This design comes from an exercise in tuning for small area and a short achievable clock period on the open sky130 flow, not from production work.
At most, simulation tests tie the RTL to the original design; equivalence was not proved.
No activity file was given, so power comes from the tool's default toggle rates.

// pwl_transform_engine
module pwl_transform_engine (
  input  logic        clock,
  input  logic        rst_n,
  input  logic        tbl_wr,
  input  logic [3:0]  tbl_addr,
  input  logic [11:0] tbl_m,
  input  logic [11:0] tbl_c,
  input  logic        cal_begin,
  output logic        cal_busy,
  output logic        cal_valid,
  input  logic        in_valid,
  input  logic [11:0] indata,
  output logic        out_valid,
  output logic [11:0] outdata
);
  logic        busy_q, pre_a_q, pre_b_q, pre_c_q, div_q, finm_q, holdm_q, fin_q, hold_q;
  logic        vm_q, valid_q;
  logic [3:0]  cnt_q, seg_q;
  logic [15:0] rsel_q;
  logic        start, seg_end, last_seg, adv, radv;
  assign start    = cal_begin & ~busy_q;
  assign seg_end  = div_q & (cnt_q == 4'd11);
  assign last_seg = seg_q == 4'd14;
  assign adv      = pre_b_q | (div_q & (cnt_q == 4'd10));
  assign radv     = pre_a_q | (div_q & (cnt_q == 4'd9));
  always_ff @(posedge clock or negedge rst_n) begin
    if (!rst_n) begin
      busy_q  <= 1'b0;
      pre_a_q <= 1'b0;
      pre_b_q <= 1'b0;
      pre_c_q <= 1'b0;
      div_q   <= 1'b0;
      finm_q  <= 1'b0;
      holdm_q <= 1'b1;
      fin_q   <= 1'b0;
      hold_q  <= 1'b1;
      vm_q    <= 1'b0;
      valid_q <= 1'b0;
      cnt_q   <= '0;
      seg_q   <= '0;
    end else begin
      pre_a_q <= start;
      pre_b_q <= pre_a_q;
      pre_c_q <= pre_b_q;
      if (pre_c_q)                  div_q <= 1'b1;
      else if (seg_end && last_seg) div_q <= 1'b0;
      finm_q  <= div_q & last_seg & (cnt_q == 4'd10);
      holdm_q <= ~(div_q & last_seg & (cnt_q == 4'd10));
      fin_q   <= finm_q;
      hold_q  <= ~finm_q;
      if (start)      busy_q <= 1'b1;
      else if (fin_q) busy_q <= 1'b0;
      if (finm_q) vm_q <= 1'b1;
      if (fin_q)  valid_q <= 1'b1;
      if (div_q) cnt_q <= seg_end ? 4'd0 : cnt_q + 4'd1;
      if (start)        seg_q <= '0;
      else if (seg_end) seg_q <= seg_q + 4'd1;
    end
  end
  logic [11:0] pm_q [16];
  logic [11:0] pc_q [16];
  logic [15:0] pv_q;
  ...
For scale: about 6000 cells after synthesis, about 1400 flip-flops, ~60 I/O pins.
clock: 10.0 ns
lec_check: 0
abc_area: 1
cap_margin: 20
core_margin: 2
core_utilization: 60
slew_margin: 20
standard.sh (not shown) runs the stock make flow with config.mk's settings and CLKGATE_MAP_FILE= SYNTH_SCRIPT=/design/flow/synth_recipe.tcl, a recipe that flattens the netlist after the stock synthesis.
==> flow/flow/run.sh <==
#!/bin/bash
# The standard layout (standard.sh: unchanged synthesis and ORFS steps) with two changes
# to how the layout is made, both set on make's command line:
# - SETUP_SLACK_MARGIN (flow/margin.txt): ORFS's timing repair aims for this much setup slack
#   at the design's clock period;
# - CTS_ARGS (flow/cts_args.txt): clock tree synthesis options (no dummy loads, buffer list).
# make's full output goes to flow_make.log here; ORFS keeps each step's log under orfs/logs/.
set -euo pipefail
MARGIN=$(cat flow/margin.txt)
CTS=$(cat flow/cts_args.txt)
sed "s|^make -C|make SETUP_SLACK_MARGIN=$MARGIN 'CTS_ARGS=$CTS' -C|" standard.sh > standard_own.sh
bash standard_own.sh > flow_make.log 2>&1
==> flow/flow/cts_args.txt <==
-sink_clustering_enable -repair_clock_nets -dont_use_dummy_load -buf_list sky130_fd_sc_hd__clkbuf_8
==> flow/flow/margin.txt <==
6.5
==> next run, changes <==
==> flow/flow/margin.txt (replaced) <==
6.7
What happened:
- sequential share of layout area fell by 1.5 points
- area after synthesis stays the same
- utilization increases by 2.2 points
- global-route usage is higher by 1.2 points
==> next run, changes <==
==> flow/flow/margin.txt (replaced) <==
6.5
--- a/flow/config.mk
+++ b/flow/config.mk
@@ -11 +11 @@
-export CORE_UTILIZATION = 60
+export CORE_UTILIZATION = 70
Result: The changed run passed the timing, DRC and antenna checks. Hold slack is about the same. Count of clock-buffer cells in the layout came out lower by 6. Via count is higher by about 3.2%.

* * *

Setup of v21:
Another version of the RTL of pwl_transform_engine (not shown whole).
For scale: about 5300 cells after synthesis, ~1400 flip-flops.
clock: 10.0 ns
lec_check: 0
abc_area: 1
cap_margin: 20
core_margin: 2
core_utilization: 60
slew_margin: 20
==> flow/flow/margin.txt <==
6.6
Scripts as last shown in full above: flow/flow/run.sh, flow/flow/cts_args.txt
[inputs] v6 vs v21
==> flow/flow/margin.txt <==
6.4
## What came out
- Comparing v6 and v21, the lower wire length per cell is on v6.
- Looking at v6 and v21, the post-placement cell area is a wash.
- Taking v6 over v21, the post-cts repair resize count ratio works out to 0.49.
- Delta(minimum period implied by the final worst setup slack, v6 - v21) > 0
- Compared to v21, v6 has share of power burned in combinational logic 0.2 points lower.
- v6 against v21: total design power lost 0.33%; portion of the layout cell area used by non-clock buffers decreased by 1.4 points relative to the old numbers; power density of the placed cells moved up; synthesis-to-finish area growth went down 3.6 points; design area went down by 3.2%.
- Taking v21 as the reference point, the highest net fanout along the worst path of v6 rises by 15.

* * *

Another version of the RTL of pwl_transform_engine (not shown whole).
Size in the first run: ~1300 flip-flops.
export LEC_CHECK = 0
export CAP_MARGIN = 20
export CORE_MARGIN = 2
export CORE_UTILIZATION = 60
export CTS_BUF_LIST = sky130_fd_sc_hd__clkbuf_4 sky130_fd_sc_hd__clkbuf_8
export SETUP_SLACK_MARGIN = 5
export SLEW_MARGIN = 20
create_clock -name core_clock -period 10.0 [get_ports {clock}]
run.sh (not shown) runs the stock make flow with config.mk's settings and CLKGATE_MAP_FILE= SYNTH_SCRIPT=/design/flow/synth_recipe.tcl, a recipe that flattens the netlist after the stock synthesis.
Stock flow here: none of the scripts above is used.
The starting point finished with timing, DRC and antenna clean.
Rerun with:
- CTS_BUF_LIST: sky130_fd_sc_hd__clkbuf_4 sky130_fd_sc_hd__clkbuf_8 -> default
- The changed run finished clean
- final cell count falls by 2.3%
- core utilization barely changes
- setup slack degrades by 0.070 ns
- sequential power is about the same
- global-route usage barely changes
- via count drops by about 0.55%
- total power rose by 1.4%
- cell area stays flat
- clock-buffer cell count goes down by 119
- wire length is about the same
- die area is unchanged
No run of this note included a check of the RTL's function; only the layout flow was run.

* * *

== try-nickel ==
pwl_transform_engine, a different RTL version from the one above (not shown whole).
Size in the first run: roughly 4600 cells after synthesis, about 1400 flip-flops, roughly 60 I/O pins, about 56000 um^2 of cells after synthesis.
Settings: LEC_CHECK=0, CAP_MARGIN=20, CORE_MARGIN=2, CORE_UTILIZATION=60, SLEW_MARGIN=20; clock period 10.0 ns.
standard.sh (not shown) runs the stock make flow with config.mk's settings and CLKGATE_MAP_FILE= SYNTH_SCRIPT=/design/flow/synth_recipe.tcl, a recipe that flattens the netlist after the stock synthesis.
==> flow/flow/margin.txt <==
5.9
Scripts as last shown in full above: flow/flow/run.sh, flow/flow/cts_args.txt
try-nickel: all stages complete, timing, DRC and antenna checks passed
The inputs of try-fjord differ from those of try-nickel as listed below.
- ABC_AREA now 1, previously not set
==> flow/flow/margin.txt <==
6.5
[summary]
- Row total standard cell area after synthesis: try-fjord higher / try-nickel lower
- NOTE area of the core region try-nickel->try-fjord increased by a few percent
- Relative to try-nickel, weighted congestion reported at the end of routability-driven placement increased by 3.0% in try-fjord.
- For try-nickel, the cell with the largest stage delay on the worst path was sky130_fd_sc_hd__or4b_1, unlike try-fjord, where it was sky130_fd_sc_hd__o22ai_1.
For try-cedar, these inputs were changed with respect to try-fjord:
==> flow/flow/margin.txt <==
6.3
==> comparison <==
- Compared with try-fjord, area of the multi-input gates in try-cedar decreased slightly.
- | power spent charging and discharging nets | try-cedar vs try-fjord | better |
- Of try-cedar and try-fjord, try-fjord shows the higher maximum cell stage delay along the critical path, with try-cedar below it.
- Between try-cedar and try-fjord, the difference in area fraction of clock buffers and clock inverters is negligible.
- try-cedar vs try-fjord: wire length of the first global-routing pass down slightly
- Taking try-fjord as the reference point, the setup slack of try-cedar falls by 140 ps.
Here is what was changed in the inputs of try-willow compared with try-cedar.
- removing ABC_AREA (formerly 1)
--- a/flow/flow/run.sh
+++ b/flow/flow/run.sh
@@ -4,3 +4,3 @@
-# - SETUP_SLACK_MARGIN (flow/margin.txt): ORFS's timing repair aims for this much setup slack
-#   at the design's clock period;
-# - CTS_ARGS (flow/cts_args.txt): clock tree synthesis options (no dummy loads, buffer list).
+# - SETUP_SLACK_MARGIN (from flow/margin.txt): ORFS's timing repair aims for this much setup
+#   slack at the design's clock period;
+# - CTS_ARGS: clock tree synthesis as ORFS runs it, without dummy loads.
@@ -10 +10 @@
-CTS=$(cat flow/cts_args.txt)
+CTS="-sink_clustering_enable -repair_clock_nets -dont_use_dummy_load"
==> flow/flow/margin.txt <==
6.2
removed: flow/flow/cts_args.txt
Findings:
- try-willow went all the way through synthesis, placement and routing and the layout is clean on timing, DRC and antenna.
- Taking try-cedar over try-willow, the non-clock inverter total of the final layout ratio works out to 2.9.
- Number of antenna violations at the first check in global routing ends up lower on try-willow.
- Going from try-cedar to try-willow, switching power total went up 0.59 mW; worst setup slack before clock tree synthesis went down 1180 ps.
- Diff try-cedar -> try-willow: core utilization up 2.1 points, synthesized-area fraction occupied by adder cells up 1.0 points.
- On try-willow: area growth from synthesis to final layout is 2.9 points higher than what try-cedar gave.
- Higher fraction of area in multi-input gates was reported by try-willow, not try-cedar.
- On try-willow: die outline area is about 2.6% lower than what try-cedar gave.
- For final area, try-willow and try-cedar come out practically identical.

==> afterwards: timing with drivers on the ports <==
The results above use ideal ports. As a check the final layouts listed here were re-extracted and re-timed, cells and wires unchanged. Step 1: set_driving_cell puts a clkbuf_16 on clock and a buf_2 on each other input, an assumption about the parent block. Step 2 also shifts input and output timing later by t, the mid clock arrival at the registers, as if the neighbouring blocks saw the same clock. Three values: ideal, step 1, step 2; two values: the first two.
run	t, ns	setup WS [ns]	hold WS [ns]	worst setup path after step 2	latest minus earliest clock arrival (ns)
the first run of note 1	0.938	6.424 / 6.424 / 5.612	0.289 / 0.289 / 0.289	input to register	0.123 / 0.123
the second run of note 1	0.946	6.392 / 6.392 / 5.662	0.301 / 0.301 / 0.301	input to register	0.100 / 0.100
the third run of note 1	1.004	6.302 / 6.302 / 5.591	0.301 / 0.301 / 0.301	input to register	0.145 / 0.145
v21	0.934	6.419 / 6.419 / 5.733	0.297 / 0.297 / 0.297	input to register	0.101 / 0.101
v6	0.901	6.320 / 6.320 / 5.628	0.312 / 0.312 / 0.312	input to register	0.098 / 0.098
the first run of note 3	0.974	5.131 / 5.131 / 4.208	0.311 / 0.311 / 0.311	input to register	0.064 / 0.065
the second run of note 3	0.833	5.061 / 5.103 / 4.282	0.341 / 0.341 / 0.341	input to register	0.027 / 0.027
try-nickel	0.947	5.692 / 5.653 / 4.706	0.294 / 0.294 / 0.294	input to register	0.163 / 0.164
try-fjord	0.982	6.420 / 6.420 / 5.524	0.295 / 0.295 / 0.295	input to register	0.122 / 0.122
try-cedar	0.935	6.275 / 6.283 / 5.392	0.284 / 0.284 / 0.284	input to register	0.131 / 0.130
try-willow	0.799	5.665 / 5.653 / 4.854	0.329 / 0.329 / 0.329	input to register	0.078 / 0.078
After both steps setup and hold are still met in every run listed. For try-nickel, which loses most, drivers alone change the setup slack by -0.039 ns; drivers and shift together by -0.986 ns.
